What follows belongs to an exercise in optimizing a design on an open flow for small area; a production flow would make more cautious choices.
Function was checked by simulation only, so behaviour that the tests miss may differ from the original.
Power figures rest on the tool's default switching activity, not on a simulated workload.

// frame_ctrl_top
module frame_ctrl_top (
    input  logic                                              clk,
    input  logic                                              rst_n,
    input  logic                                              start,
    input  frame_ctrl_pkg::frm_idx_t                          frm_index,
    input  frame_ctrl_pkg::addr_t                             dma_addr,
    output logic                                              mm2s_cmd_valid,
    input  logic                                              mm2s_cmd_ready,
    output logic [71:0]                                       mm2s_cmd,
    input  logic                                              s_tvalid,
    output logic                                              s_tready,
    input  frame_ctrl_pkg::byte_t                             s_tdata,
    input  logic                                              s_tlast,
    output logic                                              s2mm_cmd_valid,
    input  logic                                              s2mm_cmd_ready,
    output logic [71:0]                                       s2mm_cmd,
    output logic                                              m_tvalid,
    input  logic                                              m_tready,
    output frame_ctrl_pkg::byte_t                             m_tdata,
    output logic                                              m_tkeep,
    output logic                                              m_tlast,
  ...
Settings: LEC_CHECK=0, CAP_MARGIN=20, CORE_AREA=2 2 298 238, DIE_AREA=0 0 300 240, SLEW_MARGIN=20; clock period 6.0 ns.
standard.sh (not shown) runs the stock make flow with config.mk's settings and CLKGATE_MAP_FILE= SYNTH_SCRIPT=/design/flow/synth_recipe.tcl, a recipe that flattens the netlist after the stock synthesis.
==> flow/flow/run.sh <==
#!/bin/bash
# The standard layout (standard.sh: ORFS synthesis to finish) with these
# layout choices changed:
#  - ABC maps the combinational logic for area (flow/abc_area_map.script in
#    place of ORFS's abc_speed.script; registers are mapped as before)
#  - port buffers use the smallest buffer cell instead of ORFS's default pick
#  - the clock tree uses clkbuf_8 with clusters of at most 16 sinks (up to 120 um across) and no
#    dummy loads
#  - tie cells are not duplicated per load
# standard.sh's own output goes to standard.log here; ORFS writes each tool's
# full log under orfs/logs/.
set -e
rm -rf scripts
cp -r "$FLOW_HOME/scripts" scripts
cp flow/abc_area_map.script scripts/abc_speed.script
export SCRIPTS_DIR="$PWD/scripts"
export BUFFER_PORTS_ARGS="-buffer_cell sky130_fd_sc_hd__buf_1"
export CTS_ARGS="-sink_clustering_enable -repair_clock_nets -dont_use_dummy_load -buf_list sky130_fd_sc_hd__clkbuf_8 -sink_clustering_size 16 -sink_clustering_max_diameter 120"
export SKIP_REPAIR_TIE_FANOUT=1
bash standard.sh > standard.log 2>&1
==> flow/flow/abc_area_map.script <==
strash
dch -f
amap
strash
dch -f
amap
topo
dnsize -c
The baseline completed with no timing, DRC or antenna violations.
Edit:
--- a/flow/flow/run.sh
+++ b/flow/flow/run.sh
@@ -6,3 +6,3 @@
 #  - port buffers use the smallest buffer cell instead of ORFS's default pick
-#  - the clock tree uses clkbuf_8 with clusters of at most 16 sinks (up to 120 um across) and no
+#  - the clock tree uses clkbuf_8 with clusters of at most 16 sinks and no
 #    dummy loads
@@ -17,3 +17,3 @@
 export BUFFER_PORTS_ARGS="-buffer_cell sky130_fd_sc_hd__buf_1"
-export CTS_ARGS="-sink_clustering_enable -repair_clock_nets -dont_use_dummy_load -buf_list sky130_fd_sc_hd__clkbuf_8 -sink_clustering_size 16 -sink_clustering_max_diameter 120"
+export CTS_ARGS="-sink_clustering_enable -repair_clock_nets -dont_use_dummy_load -buf_list sky130_fd_sc_hd__clkbuf_8 -sink_clustering_size 16 -sink_clustering_max_diameter 50"
 export SKIP_REPAIR_TIE_FANOUT=1
Settings changed: CORE_AREA 2 2 298 238 to 2 2 278 278, DIE_AREA 0 0 300 240 to 0 0 280 280.
Result: Clock power rises by 6.7%. Routed wire length rises by 22%. Die area came out higher by 8.9%. Count of clock-buffer cells in the layout rises by 4. Critical path depth is unchanged. First-iteration DRC count drops by 15%. Synthesized cell count does not change.
Edit:
Settings changed: CORE_AREA 2 2 278 278 to 2 2 298 238, DIE_AREA 0 0 280 280 to 0 0 300 240.
Total power decreases by 3.7%.
Worst setup slack gets better by 0.095 ns.
Via count decreases by 3.8%.
Critical path depth does not change.
Cell area decreases by 0.74%.
Clock power hardly moves.
Edit:
--- a/flow/flow/run.sh
+++ b/flow/flow/run.sh
@@ -17,3 +17,3 @@
 export BUFFER_PORTS_ARGS="-buffer_cell sky130_fd_sc_hd__buf_1"
-export CTS_ARGS="-sink_clustering_enable -repair_clock_nets -dont_use_dummy_load -buf_list sky130_fd_sc_hd__clkbuf_8 -sink_clustering_size 16 -sink_clustering_max_diameter 50"
+export CTS_ARGS="-sink_clustering_enable -repair_clock_nets -dont_use_dummy_load -buf_list sky130_fd_sc_hd__clkbuf_8 -sink_clustering_size 18 -sink_clustering_max_diameter 150"
 export SKIP_REPAIR_TIE_FANOUT=1
Clock-buffer cell count drops by 6.
Final cell count barely changes.
Combinational power stays flat.
Final area drops by 0.59%.
Via count climbs by 0.35%.
Global-route usage is about the same.
Non-clock buffer count is unchanged.
Total power drops by 1.8%.
Fmax climbs by 0.81%.
Flip-flop and latch count is unchanged.
Worst setup slack improved by 0.041 ns.


fjord:
The RTL this note starts from:
==> flow/design.v <==
package frame_ctrl_pkg;
    typedef logic [32-1:0] addr_t;
    typedef logic [7:0] byte_t;
    typedef logic [8*9-1:0] fm_word_t;
    typedef logic [8-1:0] buf_addr_t;
    typedef logic [7:0] frm_idx_t;
    typedef struct packed {
        logic [7:0] rsvd;
        addr_t saddr;
        logic [7:0] tag;
        logic dm_type;  
        logic [23-1:0] btt;
    } dm_cmd_t;
    typedef struct packed {
        logic en;
        buf_addr_t addr;
        fm_word_t data;
    } fm_wr_t;
    typedef enum logic [2:0] {IDLE, LOAD, CORE, SAVE, FINISH} seq_state_e;
    typedef enum logic [1:0] {STOP, CMD, XFER} eng_state_e;
endpackage
`timescale 1ns/1ps
module frame_ctrl_top (
    input  logic                                              clk,
    input  logic                                              rst_n,
    input  logic                                              start,
    input  frame_ctrl_pkg::frm_idx_t                          frm_index,
    input  frame_ctrl_pkg::addr_t                             dma_addr,
    output logic                                              mm2s_cmd_valid,
    input  logic                                              mm2s_cmd_ready,
    output logic [71:0]                                       mm2s_cmd,
    input  logic                                              s_tvalid,
    output logic                                              s_tready,
    input  frame_ctrl_pkg::byte_t                             s_tdata,
    input  logic                                              s_tlast,
    output logic                                              s2mm_cmd_valid,
    input  logic                                              s2mm_cmd_ready,
    output logic [71:0]                                       s2mm_cmd,
    output logic                                              m_tvalid,
    input  logic                                              m_tready,
    output frame_ctrl_pkg::byte_t                             m_tdata,
    output logic                                              m_tkeep,
    output logic                                              m_tlast,
    output logic                                              core_valid,
    input  logic                                              core_finish,
    output logic [3*(8+8*9+1)-1:0] fm_wr,
    output logic [4*8-1:0]                 fm_rd_addr,
    input  logic [4*8*9-1:0]           fm_dout,
    output logic                                              irq
);
    localparam logic [3:0] S_IDLE  = 4'd0;
    localparam logic [3:0] S_GO    = 4'd1;   
    localparam logic [3:0] S_LCMD  = 4'd2;
    localparam logic [3:0] S_LXFER = 4'd3;
    localparam logic [3:0] S_CV    = 4'd4;   
    localparam logic [3:0] S_CW    = 4'd5;
    localparam logic [3:0] S_SGO   = 4'd6;
    localparam logic [3:0] S_SCMD  = 4'd7;
    localparam logic [3:0] S_SXFER = 4'd8;
    localparam logic [3:0] S_SDONE = 4'd9;
    localparam logic [3:0] S_FIN   = 4'd10;  
    logic [3:0] st, st_nx;
    logic beat, hs;
    logic [1:0] col;
    logic [3:0] slot;
    logic [1:0] word;
    logic [3:0] b;
    logic [4:0] w;
    logic [31:0] da;
    logic [7:0]  fi;
    logic [15:0] ahi;
    logic [7:0] sl [0:2][0:7];
    assign mm2s_cmd_valid = (st == S_LCMD);
    assign s_tready       = (st == S_LXFER);
    assign core_valid     = (st == S_CV);
    assign s2mm_cmd_valid = (st == S_SCMD);
    assign irq            = (st == S_FIN);
    assign m_tvalid       = (b != 4'd0);
    assign beat = s_tvalid & s_tready;
    assign hs   = m_tvalid & m_tready;
    always_comb begin
        st_nx = st;
        case (st)
            S_IDLE:  if (start) st_nx = S_GO;
            S_GO:    st_nx = S_LCMD;
            S_LCMD:  if (mm2s_cmd_ready) st_nx = S_LXFER;
            S_LXFER: if (s_tvalid && s_tlast) st_nx = S_CV;
            S_CV,
            S_CW:    st_nx = core_finish ? S_SGO : S_CW;
            S_SGO:   st_nx = S_SCMD;
            S_SCMD:  if (s2mm_cmd_ready) st_nx = S_SXFER;
            S_SXFER: if (hs && m_tlast) st_nx = S_SDONE;
            S_SDONE: st_nx = S_FIN;
            default: st_nx = S_IDLE;
        endcase
    end
    always_ff @(posedge clk or negedge rst_n) begin
        if (!rst_n) st <= S_IDLE;
        else        st <= st_nx;
    end
    always_ff @(posedge clk) begin
        if (st == S_GO) da <= dma_addr;
    end
    always_ff @(posedge clk) begin
        if (st == S_GO)      fi <= frm_index;
        else if (st == S_CV) fi <= 8'(17);
    end
    assign ahi = da[31:16] + {6'd0, fi, 2'b00} + {7'd0, fi, 1'b0};
    assign mm2s_cmd = {8'h00, ahi, da[15:0], 8'h00, 1'b0, 23'(100)};
    assign s2mm_cmd = {8'h00, ahi, da[15:0], 8'h00, 1'b0, 23'(288)};
    always_ff @(posedge clk or negedge rst_n) begin
        if (!rst_n) begin
            col  <= '0;
            slot <= '0;
            word <= '0;
        end else if (beat) begin
            if (s_tlast) begin
                col  <= '0;
                slot <= '0;
                word <= '0;
            end else if (col == 2'd2) begin
                col <= '0;
                if (slot == 4'd8) begin
                    slot <= '0;
                    word <= word + 1'b1;
                end else begin
                    slot <= slot + 1'b1;
                end
            end else begin
                col <= col + 1'b1;
            end
        end
    end
    for (genvar j = 0; j < 3; j++) begin : g_col
        for (genvar i = 0; i < 8; i++) begin : g_slot
            if (i < 6) begin : g_plain
                always_ff @(posedge clk) begin
                    if (beat && col == 2'(j) && slot == 4'(i)) sl[j][i] <= s_tdata;
                end
            end else begin : g_clr
                always_ff @(posedge clk) begin
                    if (beat && col == 2'(j) && (slot == 4'(i) || slot == 4'd8))
                        sl[j][i] <= (slot == 4'd8) ? 8'h00 : s_tdata;
                end
            end
        end
    end
    logic [7:0] low_byte, p6_0;
    assign low_byte = s_tlast ? 8'h00 : s_tdata;
    assign p6_0     = sl[0][6] | (s_tlast ? s_tdata : 8'h00);
    assign fm_wr[80]     = beat && ((col == 2'd0 && slot == 4'd8) || s_tlast);
    assign fm_wr[79:72]  = {6'd0, word};
    assign fm_wr[71:0]   = {sl[0][0], sl[0][1], sl[0][2], sl[0][3], sl[0][4], sl[0][5],
                            p6_0, sl[0][7], low_byte};
    assign fm_wr[161]    = beat && ((col == 2'd1 && slot == 4'd8) || s_tlast);
    assign fm_wr[160:153] = {6'd0, word};
    assign fm_wr[152:81] = {sl[1][0], sl[1][1], sl[1][2], sl[1][3], sl[1][4], sl[1][5],
                            sl[1][6], sl[1][7], low_byte};
    assign fm_wr[242]    = beat && ((col == 2'd2 && slot == 4'd8) || s_tlast);
    assign fm_wr[241:234] = {6'd0, word};
    assign fm_wr[233:162] = {sl[2][0], sl[2][1], sl[2][2], sl[2][3], sl[2][4], sl[2][5],
                            sl[2][6], sl[2][7], low_byte};
    always_ff @(posedge clk or negedge rst_n) begin
        if (!rst_n) begin
            b <= '0;
            w <= '0;
        end else if (b == 4'd0) begin
            if (st == S_SXFER) b <= 4'd1;
        end else if (m_tready) begin
            if (b == 4'd9) begin
                b <= '0;
                w <= w + 1'b1;
            end else begin
                b <= b + 1'b1;
            end
        end
    end
    assign m_tlast = (b == 4'd9) && (w == 5'd31);
    assign m_tkeep = 1'b1;
    logic [71:0] rd_word;
    assign rd_word = fm_dout[72*w[2:1] +: 72];
    assign m_tdata = rd_word[8*(4'd9 - b) +: 8];
    assign fm_rd_addr = {4{5'd0, w[4:3], w[0]}};
endmodule
clock: 6.0 ns
lec_check: 0
cap_margin: 20
core_area: 2 2 298 238
die_area: 0 0 300 240
slew_margin: 20
==> flow/flow/run.sh <==
#!/bin/bash
# The standard layout, with the port buffers made from the smallest buffer
export BUFFER_PORTS_ARGS="-buffer_cell sky130_fd_sc_hd__buf_1"
bash standard.sh > standard.log 2>&1
In summary, fjord completed successfully, with a layout that passed the timing, DRC and antenna checks.
The inputs of pepper differ from those of fjord as listed below.
- CTS_BUF_LIST newly set to sky130_fd_sc_hd__clkbuf_4 sky130_fd_sc_hd__clkbuf_8
==> flow/run.sh (new file) <==
#!/bin/bash
# synth_recipe.tcl (not shown) runs the flow's synth.tcl, then flattens the netlist and writes it again
# the make line also repeats each setting of config.mk as NAME=value (left out here)
make -C /OpenROAD-flow-scripts/flow DESIGN_CONFIG=/design/flow/config.mk WORK_HOME=/design/flow/orfs CLKGATE_MAP_FILE= SYNTH_SCRIPT=/design/flow/synth_recipe.tcl finish
removed: flow/flow/run.sh
removed: flow/standard.sh
## What came out
pepper ends up with a final worst slack that is 0.21 ns higher than in fjord. pepper: sequential share of layout area 9.1 points below fjord. Compared to fjord, pepper has layout filler cell count about 6% lower. | clock-cell share of area | lower: pepper |. In the metrics for fjord and pepper, the one carrying the lower number of cells in the finished layout apart from fillers is fjord. pepper -> fjord: cell area after technology mapping delta 0, exact match. In pepper the routed length on met3 turned out about 1.1% higher than in fjord. In the flow results for fjord and pepper, the sequential share of power is smaller on pepper. The standard cells in pepper occupy more silicon area than those in fjord do.
Changes in quartz relative to pepper:
- CORE_UTILIZATION: unset -> 40
- CTS_BUF_LIST: sky130_fd_sc_hd__clkbuf_4 sky130_fd_sc_hd__clkbuf_8 -> unset
- CORE_AREA: 2 2 298 238 -> unset
- DIE_AREA: 0 0 300 240 -> unset
- CORE_MARGIN: unset -> 2
Notes after the runs:
quartz: floorplan die width is 38% lower than what pepper reported.
Status(quartz) = ERROR, stage = 3_2_place_iop
Going from pepper to quartz, adder-cell share of the synthesized area flat; initial cell density of the core went up by 21 points; vertical extent of the die decreased by about 22% relative to the old numbers.
> inputs changed (quartz -> garnet)
- clearing CORE_UTILIZATION, which used to be 40
- putting CORE_AREA at 2 2 298 238 where nothing was set
- putting DIE_AREA at 0 0 300 240 where nothing was set
- clearing CORE_MARGIN, which used to be 2
==> flow/flow/run.sh (new file) <==
#!/bin/bash
export BUFFER_PORTS_ARGS="-buffer_cell sky130_fd_sc_hd__buf_1"
export CTS_ARGS="-sink_clustering_enable -repair_clock_nets -dont_use_dummy_load -buf_list sky130_fd_sc_hd__clkbuf_16 -sink_clustering_size 30 -sink_clustering_max_diameter 80"

bash standard.sh > standard.log 2>&1
==> flow/standard.sh (new file) <==
#!/bin/bash
# synth_recipe.tcl (not shown) runs the flow's synth.tcl, then flattens the netlist and writes it again
# the make line also repeats each setting of config.mk as NAME=value (left out here)
make -C /OpenROAD-flow-scripts/flow DESIGN_CONFIG=/design/flow/config.mk WORK_HOME=/design/flow/orfs CLKGATE_MAP_FILE= SYNTH_SCRIPT=/design/flow/synth_recipe.tcl "${@:-finish}"
removed: flow/run.sh
==> comparison <==
garnet completed end to end with timing, DRC and antenna clean.
Diff quartz -> garnet: xor and xnor area share after synthesis flat, area after synthesis flat, fraction of the mapped netlist area in adder cells flat.
Taking quartz as the reference, in garnet chip width +61%, number of cell rows +30%, chip height +53 µm, initial core utilization -21 points.
Flip-flop and latch count after synthesis: quartz vs garnet identical

## static timing again, ports no longer ideal
No port has a modelled driver above. Below, the same layouts with a new extraction and two added sets of constraints. Step 1, drivers: a clkbuf_16 drives clk and a buf_2 each remaining input, both assumed. Step 2 moves the port delays by t, midway between the first and last clock arrival at a register: inputs arrive t later, outputs are due t later. That takes back most of the time a late clock gives input paths. Three values: no drivers, after step 1, after step 2; two values: the first two.
run	shift t [ns]	slack for setup (ns)	hold WS [ns]	pins driven straight from the clock port
the first run of note 1	0.581	0.856 / 0.815 / 1.396	0.589 / 0.572 / 0.612	1
the second run of note 1	0.600	0.736 / 0.684 / 1.284	0.571 / 0.609 / 0.619	1
the third run of note 1	0.588	0.831 / 0.793 / 1.381	0.588 / 0.574 / 0.614	1
the fourth run of note 1	0.568	0.873 / 0.835 / 1.402	0.596 / 0.581 / 0.616	1
fjord	0.613	0.659 / 0.613 / 1.227	0.573 / 0.572 / 0.573	1
pepper	0.629	0.868 / 0.826 / 1.253	0.580 / 0.580 / 0.580	1
garnet	0.536	0.797 / 0.753 / 1.289	0.574 / 0.574 / 0.574	1
After both steps every run listed still meets setup and hold.
